From an optimization exercise on the open Yosys and OpenROAD flow, aimed at a short achievable clock period and few clock cycles per item; shortcuts taken in it are not production practice. The RTL was checked by simulation tests, not by an equivalence proof against the original design. The clock port is modelled as an ideal driver; clocking choices that lean on that would not hold on a real chip. Power and IR drop assume default switching activity.

==> run a: inputs <==
## uop_core
module uop_core #(
	parameter int STACK_DEPTH = 4
) (
	input  logic        clk,
	input  logic        reset_n,
	input  logic        uop_valid,
	input  logic [17:0] uop,
	output logic        done,
	output logic [15:0] tos,
	output logic [15:0] flags
);
Settings: LEC_CHECK=0, ABC_CLOCK_PERIOD_IN_PS=700, CAP_MARGIN=20, CORE_MARGIN=2, CORE_UTILIZATION=50, PLACE_DENSITY=0.65, SETUP_SLACK_MARGIN=2.5, SLEW_MARGIN=20, SYNTH_HIERARCHICAL=1, SYNTH_MINIMUM_KEEP_SIZE=0; clock period 4.5 ns.
standard.sh (not shown) runs the stock make flow with config.mk's settings and CLKGATE_MAP_FILE= SYNTH_SCRIPT=/design/flow/synth_recipe.tcl, a recipe that flattens the netlist after the stock synthesis.
==> flow/flow/run.sh <==
#!/bin/bash
# Layout flow: the standard flow (standard.sh), run unchanged for
# synthesis, then for the rest with plain buffers (buf_8) as the port
# buffers, and with one more timing repair pass after clock tree synthesis
# (flow/repair.tcl). Each step's full output goes to a log file here.
set -euo pipefail
B="BUFFER_PORTS_ARGS=-buffer_cell sky130_fd_sc_hd__buf_8"
bash standard.sh synth > synth.log 2>&1
bash standard.sh "$B" cts > cts.log 2>&1
openroad -no_init -exit flow/repair.tcl > repair.log 2>&1
bash standard.sh "$B" finish > finish.log 2>&1
==> flow/flow/repair.tcl <==
# One more setup repair pass on the clock-tree-synthesized design, written
# back in place of 4_cts.odb; the standard flow goes on from there.
set P $::env(FLOW_HOME)/platforms/sky130hd
set R orfs/results/sky130hd/uop_core/base
read_liberty $P/lib/sky130_fd_sc_hd__tt_025C_1v80.lib
read_db $R/4_cts.odb
read_sdc $R/4_cts.sdc
source $P/setRC.tcl
set_propagated_clock [all_clocks]
set_dont_use [get_lib_cells {*/sky130_fd_sc_hd__probe* */sky130_fd_sc_hd__lpflow*}]
estimate_parasitics -placement
report_worst_slack
repair_timing -setup -setup_margin 2.7 -repair_tns 100 -max_passes 1000 -match_cell_footprint -verbose
detailed_placement
check_placement
estimate_parasitics -placement
report_worst_slack
write_db $R/4_cts.odb
==> inputs of run b, as changes to run a <==
==> flow/flow/run.sh (replaced) <==
#!/bin/bash
# Layout flow: the standard flow (standard.sh), run unchanged for
# synthesis, then for the rest with plain buffers (buf_8) as the port
# buffers, with two steps of its own in between:
#   flow/outbuf.tcl after placement: each output port's buffer is placed
#     next to the register driving it (the buffer drives the wire to the pin)
#   flow/repair.tcl after clock tree synthesis: one more setup repair pass
# Each step's full output goes to a log file here.
set -euo pipefail
B="BUFFER_PORTS_ARGS=-buffer_cell sky130_fd_sc_hd__buf_8"
bash standard.sh synth > synth.log 2>&1
bash standard.sh "$B" place > place.log 2>&1
openroad -no_init -exit flow/outbuf.tcl > outbuf.log 2>&1
bash standard.sh "$B" cts > cts.log 2>&1
openroad -no_init -exit flow/repair.tcl > repair.log 2>&1
bash standard.sh "$B" finish > finish.log 2>&1
==> flow/flow/outbuf.tcl (new file) <==
# Place each output port's buffer next to the register that drives it, so
# the buffer (not the register) drives the long wire to the pin. Then
# legalize and write the placement back for the standard flow to go on.
set P $::env(FLOW_HOME)/platforms/sky130hd
set R orfs/results/sky130hd/uop_core/base
read_liberty $P/lib/sky130_fd_sc_hd__tt_025C_1v80.lib
read_db $R/3_place.odb
set block [ord::get_db_block]
set moved 0
foreach bt [$block getBTerms] {
  if {[$bt getIoType] ne "OUTPUT"} { continue }
  set net [$bt getNet]
  set buf ""
  foreach it [$net getITerms] {
    if {[$it isOutputSignal]} { set buf [$it getInst] }
  }
  if {$buf eq ""} { continue }
  set src ""
  foreach it [$buf getITerms] {
    if {[$it isInputSignal]} {
      set in [$it getNet]
      if {$in ne "NULL"} {
        foreach j [$in getITerms] {
          if {[$j isOutputSignal]} { set src [$j getInst] }
        }
      }
    }
  }
  if {$src eq ""} { continue }
  set loc [$src getLocation]
  $buf setLocation [lindex $loc 0] [lindex $loc 1]
  $buf setPlacementStatus PLACED
  incr moved
}
puts "moved $moved output buffers"
detailed_placement
check_placement
write_db $R/3_place.odb
==> results.yml <==
status:
  status: "timing/DRC/antenna clean"
final_layout:
  clkbuf_count: 108
  seq_share: 0.315
  nFillCells: 7136
  multi_input_area_mm2: 0.0236
grt:
  use_met3: 0.0527
power:
  p_clk_frac: 0.399
  p_leak_nw: 18.3
# the run above: run a

==> results.yml <==
final_layout:
  multi_input_area_mm2: 0.0236
  nFillCells: 7113
status:
  status: "timing/DRC/antenna clean"
grt:
  use_met3: 0.0493
# the run above: run b

Testbench counts of run a, summed over its fixed seeds: cycles 64,000, uops 32,000.
Testbench counts of run b, summed over its fixed seeds: cycles 64,000, uops 32,000.

==> re-timing with driven ports <==
In the flow no input, the clock included, has a driving cell. The finished layouts below were timed again as built, in two steps. Step 1 sets driving cells, clkbuf_16 on the clock port and buf_2 on the other inputs (assumed; they add their load-dependent delay and slew). Step 2 times the ports against the registers' clock, not the clock port: input delays grow and output delays shrink by t, the midpoint of the rising clock arrivals with the driver on. a / b / c = no drivers / after step 1 / after step 2; a / b = the first two.
| run | shift t [ns] | setup WS [ns] | latest minus earliest clock arrival (ns) | slew at the worst register clock pin (ns) |
|---|---|---|---|---|
| run a | 0.693 | 2.471 / 2.140 / 1.447 | 0.021 / 0.021 | 0.07 / 0.07 |
| run b | 0.702 | 2.493 / 2.108 / 1.406 | 0.025 / 0.026 | 0.07 / 0.07 |
After both steps every run listed still meets setup and hold. The setup slack of run b, which loses most, moves by -0.385 ns with the drivers and by -1.087 ns with both steps.
